Context: an optimization exercise on an open-source flow, tuned for small area. The choices shown serve that exercise and are no tape-out recipe.
Only simulation tests tie the RTL to the original design; equivalence was not proved.
No activity file was given, so power comes from the tool's default toggle rates.

build 87:
==> flow/design.v <==
module maze_memory_ao22 (
   input  logic a1, a2, b1, b2,
   output logic y
);
   assign y = (a1 & a2) | (b1 & b2);
endmodule
module maze_memory_aoi222 (
   input  logic a1, a2, b1, b2, c1, c2,
   output logic y
);
   assign y = ~((a1 & a2) | (b1 & b2) | (c1 & c2));
endmodule
module maze_memory #(
   parameter int maze_width = 5,
   parameter int CNT_W      = 11
) (
   input  logic                  clk,
   input  logic                  rst_n,
   input  logic                  load_we,
   input  logic [maze_width-1:0] load_row,
   input  logic [maze_width-1:0] load_col,
   input  logic                  load_wall,
   input  logic                  start,
   input  logic                  clear,
   input  logic [maze_width-1:0] row,
   input  logic [maze_width-1:0] col,
   input  logic                  maze_oe,
   input  logic                  maze_we,
   input  logic                  done,
   output logic                  maze_in,
   output logic                  running,
   output logic                  exit_valid,
   output logic [maze_width-1:0] exit_row,
   output logic [maze_width-1:0] exit_col,
   output logic [CNT_W-1:0]      mark_count,
   output logic                  protocol_err
);
   localparam int N  = 1 << maze_width;
   localparam int NG = (N + 2) / 3;         
   logic run_q, fin_q;
   logic in_load;
   logic clr, rd_en, mk_en, ld_en, new_mark, err_set;
   assign in_load = !run_q && !fin_q;
   assign clr     = in_load && start;
   assign rd_en   = run_q && maze_oe;
   assign mk_en   = run_q && maze_we;
   assign ld_en   = in_load && load_we;
   assign err_set = (in_load && (maze_oe || maze_we)) ||
                    (run_q && (load_we || (maze_oe && maze_we)));
   always_ff @(posedge clk or negedge rst_n) begin
      if (!rst_n) begin
         run_q <= 1'b0;
         fin_q <= 1'b0;
      end else begin
         if (clr)                 run_q <= 1'b1;
         else if (run_q && done)  run_q <= 1'b0;
         if (run_q && done)       fin_q <= 1'b1;
         else if (fin_q && clear) fin_q <= 1'b0;
      end
   end
   logic [maze_width-1:0] a_row, a_col;
   logic [N-1:0]          rsel, csel;
   logic [N-1:0]          w_en, w_hold, m_en;
   logic                  keep;
   assign a_row = in_load ? load_row : row;
   assign a_col = in_load ? load_col : col;
   assign keep  = !clr;
   always_comb begin
      for (int i = 0; i < N; i++) begin
         rsel[i]   = (a_row == i);
         csel[i]   = (a_col == i);
         w_en[i]   = ld_en && rsel[i];
         w_hold[i] = !w_en[i];
         m_en[i]   = mk_en && rsel[i];
      end
   end
   logic [N-1:0] wall_q [N];
   logic [N-1:0] wall_d [N];
   logic [N-1:0] vis_q  [N];
   logic [N-1:0] vis_d  [N];
   logic [N-1:0] wall_new;
   for (genvar r = 0; r < N; r++) begin : g_row
      for (genvar c = 0; c < N; c++) begin : g_col
         maze_memory_ao22 u_wall (
            .a1(wall_q[r][c]), .a2(w_hold[r]), .b1(w_en[r]), .b2(wall_new[c]),
            .y(wall_d[r][c]));
         maze_memory_ao22 u_vis (
            .a1(vis_q[r][c]), .a2(keep), .b1(m_en[r]), .b2(csel[c]),
            .y(vis_d[r][c]));
      end
   end
   always_ff @(posedge clk) begin
      for (int r = 0; r < N; r++) begin
         wall_q[r] <= wall_d[r];
         vis_q[r]  <= vis_d[r];
      end
   end
   logic [N-1:0] wall_grp_n [NG];
   logic [N-1:0] vis_grp_n  [NG];
   logic [N-1:0] wall_row, vis_row;
   for (genvar g = 0; g < NG; g++) begin : g_grp
      localparam int R0 = 3 * g;
      localparam int R1 = (3 * g + 1 < N) ? 3 * g + 1 : R0;
      localparam int R2 = (3 * g + 2 < N) ? 3 * g + 2 : R0;
      for (genvar c = 0; c < N; c++) begin : g_col
         maze_memory_aoi222 u_wall (
            .a1(rsel[R0]), .a2(wall_q[R0][c]),
            .b1(rsel[R1]), .b2(wall_q[R1][c]),
            .c1(rsel[R2]), .c2(wall_q[R2][c]),
            .y(wall_grp_n[g][c]));
         maze_memory_aoi222 u_vis (
            .a1(rsel[R0]), .a2(vis_q[R0][c]),
            .b1(rsel[R1]), .b2(vis_q[R1][c]),
            .c1(rsel[R2]), .c2(vis_q[R2][c]),
            .y(vis_grp_n[g][c]));
      end
   end
   always_comb begin
      wall_row = '0;
      vis_row  = '0;
      for (int g = 0; g < NG; g++) begin
         wall_row = wall_row | ~wall_grp_n[g];
         vis_row  = vis_row  | ~vis_grp_n[g];
      end
      for (int c = 0; c < N; c++)
         wall_new[c] = csel[c] ? load_wall : wall_row[c];
   end
   assign new_mark = mk_en && !vis_row[a_col];
   logic                  maze_in_q;
   logic [maze_width-1:0] exit_row_q, exit_col_q;
   logic [CNT_W-1:0]      mark_count_q;
   logic                  protocol_err_q;
   always_ff @(posedge clk or negedge rst_n) begin
      if (!rst_n) begin
         maze_in_q      <= 1'b0;
         exit_row_q     <= '0;
         exit_col_q     <= '0;
         mark_count_q   <= '0;
         protocol_err_q <= 1'b0;
      end else begin
         if (rd_en) maze_in_q <= wall_row[a_col];
         if (run_q && done) begin
            exit_row_q <= row;
            exit_col_q <= col;
         end
         if (clr)           mark_count_q <= '0;
         else if (new_mark) mark_count_q <= mark_count_q + CNT_W'(1);
         if (err_set) protocol_err_q <= 1'b1;
      end
   end
   assign maze_in      = maze_in_q;
   assign running      = run_q;
   assign exit_valid   = fin_q;
   assign exit_row     = exit_row_q;
   assign exit_col     = exit_col_q;
   assign mark_count   = mark_count_q;
   assign protocol_err = protocol_err_q;
endmodule
clock: 10.0 ns
lec_check: 0
cap_margin: 20
core_margin: 2
core_utilization: 65
cts_buf_list: sky130_fd_sc_hd__clkbuf_16
cts_cluster_diameter: 100
cts_cluster_size: 24
slew_margin: 20
synth_hierarchical: 1
run.sh (not shown) runs the stock make flow with config.mk's settings and CLKGATE_MAP_FILE= SYNTH_SCRIPT=/design/flow/synth_recipe.tcl, a recipe that flattens the netlist after the stock synthesis.
--- input diff build 87..build 21 ---
diff --git a/flow/config.mk b/flow/config.mk
--- a/flow/config.mk
+++ b/flow/config.mk
@@ -10 +10 @@
-export CORE_UTILIZATION = 65
+export CORE_UTILIZATION = 78
==> comparison <==
In terms of worst hold slack, build 87 and build 21 differ only marginally. Going from build 87 to build 21, non-clock buffer count went down, global placement routability congestion dropped 0.70%, remaining max-slew budget at the tightest pin went down by 2.4 points.
Changes in build 5 relative to build 21:
==> flow/flow/run.sh (new file) <==
#!/bin/bash
# Layout flow: the standard ORFS flow (standard.sh, standard synthesis
# unchanged) with two changes to how the layout is built:
#  - ports are buffered with sky130_fd_sc_hd__buf_1 instead of the default
#    delay buffer;
#  - clock tree synthesis clusters up to 28 sinks within 100 um per leaf
#    buffer (clkbuf_16) and inserts no dummy loads.
# The make output goes to flow_make.log; each ORFS step keeps its own log
# under orfs/logs/.
set -euo pipefail
export BUFFER_PORTS_ARGS="-buffer_cell sky130_fd_sc_hd__buf_1"
export CTS_ARGS="-sink_clustering_enable -repair_clock_nets -buf_list sky130_fd_sc_hd__clkbuf_16 -sink_clustering_size 28 -sink_clustering_max_diameter 100 -dont_use_dummy_load"
bash standard.sh > flow_make.log 2>&1
==> flow/standard.sh (new file) <==
#!/bin/bash
# synth_recipe.tcl (not shown) runs the flow's synth.tcl, then flattens the netlist and writes it again
# the make line also repeats each setting of config.mk as NAME=value (left out here)
make -C /OpenROAD-flow-scripts/flow DESIGN_CONFIG=/design/flow/config.mk WORK_HOME=/design/flow/orfs CLKGATE_MAP_FILE= SYNTH_SCRIPT=/design/flow/synth_recipe.tcl "${@:-finish}"
diff --git a/flow/config.mk b/flow/config.mk
--- a/flow/config.mk
+++ b/flow/config.mk
@@ -10,4 +10 @@
-export CORE_UTILIZATION = 78
-export CTS_BUF_LIST = sky130_fd_sc_hd__clkbuf_16
-export CTS_CLUSTER_DIAMETER = 100
-export CTS_CLUSTER_SIZE = 24
+export CORE_UTILIZATION = 76
removed: flow/run.sh
--- outcome ---
Summary: with build 21 as the reference, number of tapcells in build 5 moved up by a few percent.
Die height (build 5 over build 21): increase, 1.3%
Re logic depth of the worst setup path including buffers: build 5 and build 21 aren't equal, and the lower value belongs to build 21.
Diff build 21 -> build 5 | non-clock buffer total of the final layout | down by a few percent
Input changes introduced in build 72 (baseline for comparison: build 5):
==> flow/run.sh (new file) <==
#!/bin/bash
# synth_recipe.tcl (not shown) runs the flow's synth.tcl, then flattens the netlist and writes it again
# the make line also repeats each setting of config.mk as NAME=value (left out here)
make -C /OpenROAD-flow-scripts/flow DESIGN_CONFIG=/design/flow/config.mk WORK_HOME=/design/flow/orfs CLKGATE_MAP_FILE= SYNTH_SCRIPT=/design/flow/synth_recipe.tcl finish
diff --git a/flow/config.mk b/flow/config.mk
--- a/flow/config.mk
+++ b/flow/config.mk
@@ -10 +10,4 @@
-export CORE_UTILIZATION = 76
+export CORE_UTILIZATION = 65
+export CTS_BUF_LIST = sky130_fd_sc_hd__clkbuf_8
+export CTS_CLUSTER_DIAMETER = 100
+export CTS_CLUSTER_SIZE = 16
removed: flow/flow/run.sh
removed: flow/standard.sh
## What came out
Core util | build 72 vs build 5 | build 72 lower. Build 72 vs build 5, critical setup path kind: in -> reg vs reg -> reg. Comparing the two runs side by side, build 72 comes out behind build 5 on post-placement setup slack. Of build 5 and build 72, the lower combinational power share belongs to build 5. As far as clock share of power is concerned, build 72 and build 5 perform about the same.

==> afterwards: timing with drivers on the ports <==
No port has a modelled driver above. Below, the same layouts with a new extraction and two added sets of constraints.
Step 1: set_driving_cell puts a clkbuf_16 on clk and a buf_2 on each other input, an assumption about the parent block.
Step 2 moves the port delays by t, midway between the first and last clock arrival at a register: inputs arrive t later, outputs are due t later. That takes back most of the time a late clock gives input paths.
Three values: no drivers, after step 1, after step 2; two values: the first two.
| run | t, ns | setup slack, ns | worst hold slack (ns) | cell pins on the clock port's net |
|---|---|---|---|---|
| build 87 | 0.809 | 2.988 / 3.044 / 2.235 | 0.490 / 0.490 / 0.490 | 1 |
| build 21 | 0.784 | 3.013 / 3.068 / 2.284 | 0.491 / 0.491 / 0.491 | 1 |
| build 5 | 0.766 | 3.218 / 3.218 / 2.588 | 0.493 / 0.493 / 0.493 | 1 |
| build 72 | 0.994 | 3.147 / 3.168 / 2.203 | 0.491 / 0.491 / 0.491 | 1 |
After both steps every run listed still meets setup and hold. For build 72, which loses most, drivers alone change the setup slack by +0.021 ns; drivers and shift together by -0.944 ns.
